What follows belongs to an exercise in optimizing a design on an open flow for a short achievable clock period and few clock cycles per item; a production flow would make more cautious choices. The RTL was checked by simulation tests, not by an equivalence proof against the original design. Power figures rest on the tool's default switching activity, not on a simulated workload.

$ cat run.sh
#!/bin/bash
# synth_recipe.tcl (not shown) runs the flow's synth.tcl, then flattens the netlist and writes it again
# the make line also repeats each setting of config.mk as NAME=value (left out here)
make -C /OpenROAD-flow-scripts/flow DESIGN_CONFIG=/design/flow/config.mk WORK_HOME=/design/flow/orfs CLKGATE_MAP_FILE= SYNTH_SCRIPT=/design/flow/synth_recipe.tcl finish
$ cat config.mk
export PLATFORM = sky130hd
export DESIGN_NAME = exe_top
export DESIGN_NICKNAME = exe_top
export VERILOG_FILES = /design/flow/design.v
export SDC_FILE = /design/flow/constraint.sdc
export NUM_CORES = 4
export LEC_CHECK = 0
export CAP_MARGIN = 20
export CORE_MARGIN = 2
export CORE_UTILIZATION = 40
export SLEW_MARGIN = 20
$ cat constraint.sdc
create_clock -name core_clock -period 7.0 [get_ports {clk}]
set_input_delay 1.4000 -clock core_clock [delete_from_list [all_inputs] [get_ports {clk}]]
set_output_delay 1.4000 -clock core_clock [all_outputs]
set_load 0.01 [all_outputs]
$ cat design.v
package exe_pkg;
        localparam int XLEN       = 32;
        localparam int REG_ADDR_W = 5;
        localparam logic [6:0] OPC_OP     = 7'b0110011;
        localparam logic [6:0] OPC_OP_IMM = 7'b0010011;
        localparam logic [6:0] OPC_BRANCH = 7'b1100011;
        localparam logic [6:0] OPC_LUI    = 7'b0110111;
        localparam logic [6:0] OPC_AUIPC  = 7'b0010111;
        localparam logic [2:0] ALU_ADD_SUB = 3'b000;
        localparam logic [2:0] ALU_SLL     = 3'b001;
        localparam logic [2:0] ALU_SLT     = 3'b010;
        localparam logic [2:0] ALU_SLTU    = 3'b011;
        localparam logic [2:0] ALU_XOR     = 3'b100;
        localparam logic [2:0] ALU_SRL_SRA = 3'b101;
        localparam logic [2:0] ALU_OR      = 3'b110;
        localparam logic [2:0] ALU_AND     = 3'b111;
        localparam logic [2:0] BR_BEQ  = 3'b000;
        localparam logic [2:0] BR_BNE  = 3'b001;
        localparam logic [2:0] BR_BLT  = 3'b100;
        localparam logic [2:0] BR_BGE  = 3'b101;
        localparam logic [2:0] BR_BLTU = 3'b110;
        localparam logic [2:0] BR_BGEU = 3'b111;
        typedef struct packed {
                logic [31:0]             instr;
                logic [XLEN-1:0]         pc;
                logic [XLEN-1:0]         rs1;
                logic [XLEN-1:0]         rs2;
        } raw_rec_t;
        typedef struct packed {
                logic                    is_alu;
                logic                    is_br;
                logic                    is_up;
                logic [2:0]              funct3;
                logic                    alt;      
                logic [XLEN-1:0]         x;        
                logic [XLEN-1:0]         y;        
                logic [XLEN-1:0]         upper;    
                logic [XLEN-1:0]         target;   
                logic [REG_ADDR_W-1:0]   rd;
        } dec_rec_t;
        typedef struct packed {
                logic                    is_alu;
                logic                    is_br;
                logic                    is_up;
                logic [2:0]              funct3;
                logic                    alt;
                logic [XLEN-1:0]         sum;      
                logic [XLEN-1:0]         diff;     
                logic [XLEN-1:0]         sll;
                logic [XLEN-1:0]         sr;       
                logic [XLEN-1:0]         lg;       
                logic                    eq;
                logic                    lt;
                logic                    ltu;
                logic [XLEN-1:0]         upper;
                logic [XLEN-1:0]         target;
                logic [REG_ADDR_W-1:0]   rd;
        } ex_rec_t;
        typedef struct packed {
                logic [REG_ADDR_W-1:0]   rd;
                logic                    wr;
                logic [XLEN-1:0]         result;
                logic                    taken;
                logic [XLEN-1:0]         target;
        } out_rec_t;
endpackage
`timescale 1ns/100ps
module operand_decode (
        input  exe_pkg::raw_rec_t   raw_i,
        output exe_pkg::dec_rec_t   rec_o
);
        logic [6:0]                 opcode;
        logic [2:0]                 funct3;
        logic [exe_pkg::XLEN-1:0]   imm_i;
        logic [exe_pkg::XLEN-1:0]   imm_b;
        logic [exe_pkg::XLEN-1:0]   imm_u;
        logic                       is_op;
        logic                       is_op_imm;
        assign opcode = raw_i.instr[6:0];
        assign funct3 = raw_i.instr[14:12];
        assign imm_i = {{20{raw_i.instr[31]}}, raw_i.instr[31:20]};
        assign imm_b = {{20{raw_i.instr[31]}}, raw_i.instr[7], raw_i.instr[30:25],
                        raw_i.instr[11:8], 1'b0};
        assign imm_u = {raw_i.instr[31:12], 12'd0};
        assign is_op     = (opcode == exe_pkg::OPC_OP);
        assign is_op_imm = (opcode == exe_pkg::OPC_OP_IMM);
        always_comb begin
                rec_o.is_alu = is_op | is_op_imm;
                rec_o.is_br  = (opcode == exe_pkg::OPC_BRANCH);
                rec_o.is_up  = (opcode == exe_pkg::OPC_LUI) || (opcode == exe_pkg::OPC_AUIPC);
                rec_o.funct3 = funct3;
                rec_o.alt    = raw_i.instr[30] & (is_op |
                               (is_op_imm & (funct3 == exe_pkg::ALU_SRL_SRA)));
                rec_o.x      = raw_i.rs1;
                rec_o.y      = is_op_imm ? imm_i : raw_i.rs2;
                rec_o.upper  = (opcode == exe_pkg::OPC_AUIPC)
                               ? {raw_i.pc[31:12] + raw_i.instr[31:12], raw_i.pc[11:0]}
                               : imm_u;
                rec_o.target = raw_i.pc + imm_b;
                rec_o.rd     = raw_i.instr[11:7];
        end
endmodule
`timescale 1ns/100ps
module pipe_slot #(
        parameter int W = 8
) (
        input  logic            clk,
        input  logic            reset_n,
        input  logic            prev_valid_i,    
        input  logic [W-1:0]    data_i,          
        input  logic            next_valid_i,    
        output logic            valid_o,
        output logic [W-1:0]    data_o
);
        always_ff @(posedge clk or negedge reset_n) begin
                if (!reset_n) begin
                        valid_o <= 1'b0;
                end else begin
                        valid_o <= valid_o ? next_valid_i : prev_valid_i;
                end
        end
        always_ff @(posedge clk) begin
                if (!valid_o) begin
                        data_o <= data_i;
                end
        end
endmodule
`timescale 1ns/100ps
module alu_raw (
        input  exe_pkg::dec_rec_t   rec_i,
        output exe_pkg::ex_rec_t    rec_o
);
        logic [4:0]     shamt;
        logic [32:0]    diff;
        logic signed [32:0] sr_in;
        logic signed [32:0] sr_out;
        assign shamt = rec_i.y[4:0];
        assign diff  = {1'b0, rec_i.x} - {1'b0, rec_i.y};
        assign sr_in  = {rec_i.alt & rec_i.x[31], rec_i.x};
        assign sr_out = sr_in >>> shamt;
        always_comb begin
                rec_o.is_alu = rec_i.is_alu;
                rec_o.is_br  = rec_i.is_br;
                rec_o.is_up  = rec_i.is_up;
                rec_o.funct3 = rec_i.funct3;
                rec_o.alt    = rec_i.alt;
                rec_o.sum    = rec_i.x + rec_i.y;
                rec_o.diff   = diff[31:0];
                rec_o.sll    = rec_i.x << shamt;
                rec_o.sr     = sr_out[31:0];
                case (rec_i.funct3)
                        exe_pkg::ALU_XOR: rec_o.lg = rec_i.x ^ rec_i.y;
                        exe_pkg::ALU_OR:  rec_o.lg = rec_i.x | rec_i.y;
                        default:          rec_o.lg = rec_i.x & rec_i.y;
                endcase
                rec_o.eq     = (rec_i.x == rec_i.y);
                rec_o.ltu    = diff[32];
                rec_o.lt     = (rec_i.x[31] ^ rec_i.y[31]) ? rec_i.x[31] : diff[31];
                rec_o.upper  = rec_i.upper;
                rec_o.target = rec_i.target;
                rec_o.rd     = rec_i.rd;
        end
endmodule
module alu_select (
        input  exe_pkg::ex_rec_t    rec_i,
        output exe_pkg::out_rec_t   rec_o
);
        logic [exe_pkg::XLEN-1:0]   alu_out;
        logic                       br_taken;
        always_comb begin
                case (rec_i.funct3)
                        exe_pkg::ALU_ADD_SUB: alu_out = rec_i.alt ? rec_i.diff : rec_i.sum;
                        exe_pkg::ALU_SLL:     alu_out = rec_i.sll;
                        exe_pkg::ALU_SLT:     alu_out = {31'd0, rec_i.lt};
                        exe_pkg::ALU_SLTU:    alu_out = {31'd0, rec_i.ltu};
                        exe_pkg::ALU_SRL_SRA: alu_out = rec_i.sr;
                        default:              alu_out = rec_i.lg;
                endcase
        end
        always_comb begin
                case (rec_i.funct3)
                        exe_pkg::BR_BEQ:  br_taken = rec_i.eq;
                        exe_pkg::BR_BNE:  br_taken = ~rec_i.eq;
                        exe_pkg::BR_BLT:  br_taken = rec_i.lt;
                        exe_pkg::BR_BGE:  br_taken = ~rec_i.lt;
                        exe_pkg::BR_BLTU: br_taken = rec_i.ltu;
                        exe_pkg::BR_BGEU: br_taken = ~rec_i.ltu;
                        default:          br_taken = 1'b0;
                endcase
        end
        always_comb begin
                rec_o.wr     = rec_i.is_alu | rec_i.is_up;
                rec_o.rd     = (rec_i.is_alu | rec_i.is_up) ? rec_i.rd : '0;
                rec_o.result = rec_i.is_alu ? alu_out :
                               rec_i.is_up  ? rec_i.upper : '0;
                rec_o.taken  = rec_i.is_br & br_taken;
                rec_o.target = rec_i.is_br ? rec_i.target : '0;
        end
endmodule
`timescale 1ns/100ps
module exe_top (
        input  logic                                clk,
        input  logic                                reset_n,
        input  logic                                in_req_i,
        output logic                                in_ack_o,
        input  logic [31:0]                         instr_i,
        input  logic [exe_pkg::XLEN-1:0]            pc_i,
        input  logic [exe_pkg::XLEN-1:0]            rs1_i,
        input  logic [exe_pkg::XLEN-1:0]            rs2_i,
        output logic                                res_req_o,
        input  logic                                res_ack_i,
        output logic [exe_pkg::REG_ADDR_W-1:0]      rd_addr_o,
        output logic                                write_rd_o,
        output logic [exe_pkg::XLEN-1:0]            result_o,
        output logic                                branch_taken_o,
        output logic [exe_pkg::XLEN-1:0]            branch_target_o
);
        logic                   v0, v1, v2, v3;
        logic                   out_v;           
        exe_pkg::raw_rec_t      raw_in;
        exe_pkg::raw_rec_t      s0;
        exe_pkg::dec_rec_t      dec_d, s1;
        exe_pkg::ex_rec_t       ex_d, s2;
        exe_pkg::out_rec_t      out_d, s3, out_q;
        localparam int DEC_W = $bits(s1);
        localparam int EX_W  = $bits(s2);
        localparam int OUT_W = $bits(s3);
        always_ff @(posedge clk or negedge reset_n) begin
                if (!reset_n) begin
                        in_ack_o <= 1'b0;
                        v0       <= 1'b0;
                end else begin
                        in_ack_o <= in_ack_o ? in_req_i : (in_req_i & ~v0);
                        v0       <= v0 ? v1 : (in_req_i & ~in_ack_o);
                end
        end
        assign raw_in.instr = instr_i;
        assign raw_in.pc    = pc_i;
        assign raw_in.rs1   = rs1_i;
        assign raw_in.rs2   = rs2_i;
        always_ff @(posedge clk) begin
                if (!v0) begin
                        s0 <= raw_in;
                end
        end
        operand_decode u_decode (
                .raw_i (s0),
                .rec_o (dec_d)
        );
        pipe_slot #(.W(DEC_W)) u_s1 (
                .clk          (clk),
                .reset_n      (reset_n),
                .prev_valid_i (v0),
                .data_i       (dec_d),
                .next_valid_i (v2),
                .valid_o      (v1),
                .data_o       (s1)
        );
        alu_raw u_alu (
                .rec_i (s1),
                .rec_o (ex_d)
        );
        pipe_slot #(.W(EX_W)) u_s2 (
                .clk          (clk),
                .reset_n      (reset_n),
                .prev_valid_i (v1),
                .data_i       (ex_d),
                .next_valid_i (v3),
                .valid_o      (v2),
                .data_o       (s2)
        );
        alu_select u_sel (
                .rec_i (s2),
                .rec_o (out_d)
        );
        pipe_slot #(.W(OUT_W)) u_s3 (
                .clk          (clk),
                .reset_n      (reset_n),
                .prev_valid_i (v2),
                .data_i       (out_d),
                .next_valid_i (out_v),
                .valid_o      (v3),
                .data_o       (s3)
        );
        always_ff @(posedge clk or negedge reset_n) begin
                if (!reset_n) begin
                        out_v     <= 1'b0;
                        res_req_o <= 1'b0;
                end else begin
                        if (res_req_o) begin
                                if (res_ack_i) begin
                                        out_v     <= 1'b0;
                                        res_req_o <= 1'b0;
                                end
                        end else begin
                                out_v     <= out_v | v3;
                                res_req_o <= (out_v | v3) & ~res_ack_i;
                        end
                end
        end
        always_ff @(posedge clk) begin
                if (!out_v) begin
                        out_q <= s3;
                end
        end
        assign rd_addr_o       = out_q.rd;
        assign write_rd_o      = out_q.wr;
        assign result_o        = out_q.result;
        assign branch_taken_o  = out_q.taken;
        assign branch_target_o = out_q.target;
endmodule
==> qor.yml <==
worst_hold_path:
  min-delay-start: "u_s3.data_o[27]"
  min_path_type: "reg -> reg"
  min_path_cells: 0
drt:
  ant_nets: 0
  vias: 22386
  viasPerCell: 5.689
  drtIter0Drc: 2373
  wl_mm: 102.8
  drcViolationCount: 0
  drtPass1Iterations: 6
  wl_per_cell_microns: 26.11
placed_design:
  place_congestion: 0.9652
  io_buffer_count: 204
  dp_cells: 3802
  placed_cell_area_sq_um: 35550
  dp_hpwl_mm: 76.06
global_routing:
  grt.overflow.total: 0
  grt_util_met2: 0.3725
  grt.busiest_layer: "met2"
  grt_pass1_vias: 21549
  grt_max_degree: 160
  gr-usage-met1: 0.3529
  use_met3: 0.03142
  track_usage: 0.2446
  grt_pass1_wl_mm: 148.0
  antenna_found_initial: 4
pwr:
  leakage_nw: 14.44
  vdd_drop_max_mv: 0.2357
  powerDensity_nw_per_um2: 533.8
critical_path:
  path_max_fanout: 44
  cp_common_cell: "o211ai_1"
  critPathLaunchType: "flip-flop"
  rr_startpoint: "u_s1.data_o[70]"
  arrival_ns: 4.48
  rr_worst_depth: 12
  cp_top_family: "compound AO/OA/AOI/OAI gates"
  cp_num_cells: 12
  cp-startpoint: "u_s1.data_o[70]"
  crit_buf_inv: 2
  crit_path_top_delay_cell: "buf_4"
  path_class: "reg -> reg"
  end_kind: "flip-flop"
  cpPeakStageDelay_ns: 0.46
  cp_cell_sequence: "buf_4, clkinv_1, ha_1, or2_2, o221ai_1, a31oi_1, o211ai_1, o211ai_1, a211oi_1, o31ai_1, a211o_1, fa_1"
  cp.required_ns: 7.36
logic_synthesis:
  yosys_most_used_dff: "edfxtp_1"
  synth_area_leader_cell: "edfxtp_1"
  synthCells: 2657
  yosys-top-cells-area: "edfxtp_1 (60%), ha_1 (5.6%), o21ai_0 (3.0%)"
  synth_most_common_cell: "edfxtp_1"
  synthSimpleGateAreaFrac: 0.08975
  synth_compound_area_frac: 0.1388
  async_reset_ff_frac: 0.01069
  synth_top_area_frac: 0.5988
  ys_seq_area_frac: 0.6042
  mappedNetlistArea_sq_um: 32500
  syn_area_per_cell_sq_um: 12.23
  synth_fa_ha_area_frac: 0.05929
  synth_xor_area_frac: 0.02641
  synth_top_family_by_area: "compound AO/OA/AOI/OAI gates"
  ys_ff_latch: 655
  ys_types: 77
  synth_edf_count: 648
  yosys-top-cells-count: "edfxtp_1 (648), nor2_1 (249), o21ai_0 (198)"
  ys_warn_count: 7
  synth_nets: 2940
  synth.area.mux_share: 0.04955
timing:
  tns_ns: 0
  setup_viol: 0
  finalCritPeriodShare: 0.5887
  finalMaxSlewViolations: 0
  hold_viol_final: 0
  fmax_mhz: 242.6
  worst_pin_slew_ns: 1.041
  fin_crit_ns: 4.121
  holdWs_ns: 0.4136
  clock_skew_ns: 0.03039
  rsz0062_at_grt: "no"
  slew-limit-headroom: 0.3060
clock_network:
  clkLatencyLatePin_ns: 0.63
  clockRootBuffer: "clkbuf_16"
  htree_levels: 3
  clk_pin_slew_ns: 0.06
  cts_setup_buffers: 0
  cts_tree: "built"
  ctsHoldBuffers: 0
  cts_buffers: 73
  cts_resized: 0
  cts_buffer_depth: 3
  clock-sinks: 655
finish:
  utilization: 0.4719
  stdcell_area_sq_um: 37950
  finalNetCount: 3101
  syn_to_final_growth_pct: 16.76
  instances_no_fill: 3935
  layout-drive-gt1-share: 0.07203
floorplan:
  die_h_microns: 289.0
  dieArea_sq_um: 83540
  die_x_microns: 289.0
  rows: 104
  boundaryPins: 205
  initial_core_util: 0.4041
  coreArea_sq_um: 80420
flow_run:
  cap_violations: 0
status:
  status: "no timing/DRC/antenna violations"
## power breakdown
| part | total, mW | internal [mW] | switching [mW] |
|---|---|---|---|
| Clock | 3.83 | 2.19 | 1.64 |
| Combinational | 8.81 | 2.95 | 5.87 |
| Sequential | 7.61 | 6.83 | 0.784 |
## per-layer routing
metal  wire length [microns]  vias to the layer above
li1                        -                    10169
met1                   46480                    11218
met2                   45900                      822
met3                    5946                      177
met4                    4431                        0
met5                       0                        -
## worst paths after layout
check,endpoint,slack [ns]
max in group asynchronous,in_ack_o,5.71
worst max register to register,u_s2.data_o[199],2.88
worst min register to register,out_q[27],0.41
min in group asynchronous,v0,1.05
worst min-delay path,out_q[27],0.41
worst max-delay path,u_s2.data_o[199],2.88
## layout by cell type (no fill, tap or decap), drive strengths merged, types with 21 or more instances in the layout
| cell | instances |
|---|---|
| xor2 | 28 |
| nor2 | 249 |
| o21bai | 38 |
| inv | 124 |
| o22ai | 31 |
| a21o | 58 |
| mux2 | 27 |
| clkdlybuf4s50 | 204 |
| ha | 146 |
| mux2i | 81 |
| clkinv | 30 |
| xnor2 | 70 |
| a21oi | 182 |
| mux4 | 22 |
| edfxtp | 648 |
| clkbuf | 94 |
| o21ai | 208 |
| a211oi | 39 |
| nor2b | 36 |
| o211ai | 30 |
| nand2 | 173 |
| buf | 31 |
| and2 | 54 |
| nand3 | 21 |
## kinds of logic after synthesis
family / after synthesis
AO/OA/AOI/OAI: 713
XOR/XNOR: 98
adder cells (fa/ha/maj): 151
buffers and inverters: 273
flip-flops: 655
multiplexers: 130
AND/OR/NAND/NOR: 637
## stage by stage
stage	total power, mW	setup slack, ns
after floorplan	12.92	1.155
after global placement	16.36	3.024
after detailed placement	16.40	2.943
after CTS	20.28	2.935
after global routing	21.34	2.723
final	20.25	2.879
## sequential cells by signal, indices dropped and copies added (netlist names)
register,count
v0,1
s0,128
u_s1.data_o,140
res_req_o,1
in_ack_o,1
u_s3.valid_o,1
u_s1.valid_o,1
u_s2.data_o,238
u_s2.valid_o,1
u_s3.data_o,71
out_q,71
out_v,1
## worst register-to-register path, stage by stage, from the launching register on
cell and delay, ns:
edfxtp_1 0.32, buf_4 0.46, clkinv_1 0.27, ha_1 0.26, or2_2 0.27, o221ai_1 0.31, a31oi_1 0.28, o211ai_1 0.33
o211ai_1 0.18, a211oi_1 0.33, o31ai_1 0.12, a211o_1 0.33, fa_1 0.42
## final cells by class
cell class	count	area [sq um]
clock buffer	94	1916
tap	1060	1326
multi-input combinational	1729	11830
clock inverter	37	460.4
antenna	1	2.502
fill	7211	42470
inverter	124	483.0
timing repair buffer	235	2295
sequential	655	19630
Testbench counts, summed over its fixed seeds: cycles 36,048, items 18,000.

-- static timing again, ports no longer ideal --
The flow's constraints put no driver on any port. The routed layout listed below was extracted and timed again, unchanged, in two steps. Step 1 sets driving cells, clkbuf_16 on the clock port and buf_2 on the other inputs (assumed; they add their load-dependent delay and slew). Step 2 adds t to the input delays and takes it off the output delays; t is the mean of the earliest and latest rising clock arrival at the registers after step 1. Input paths then give back, and output paths get back, about the clock's delay inside the block. Slacks: ideal / step 1 / step 2; pairs: ideal / step 1.
shift t [ns]: 0.679
setup slack, ns: 2.879 / 2.879 / 2.879
worst register clock-pin slew, ns: 0.07 / 0.07
After both steps setup and hold are still met in this run. For this run, drivers alone change the setup slack by 0.000 ns; drivers and shift together by 0.000 ns.
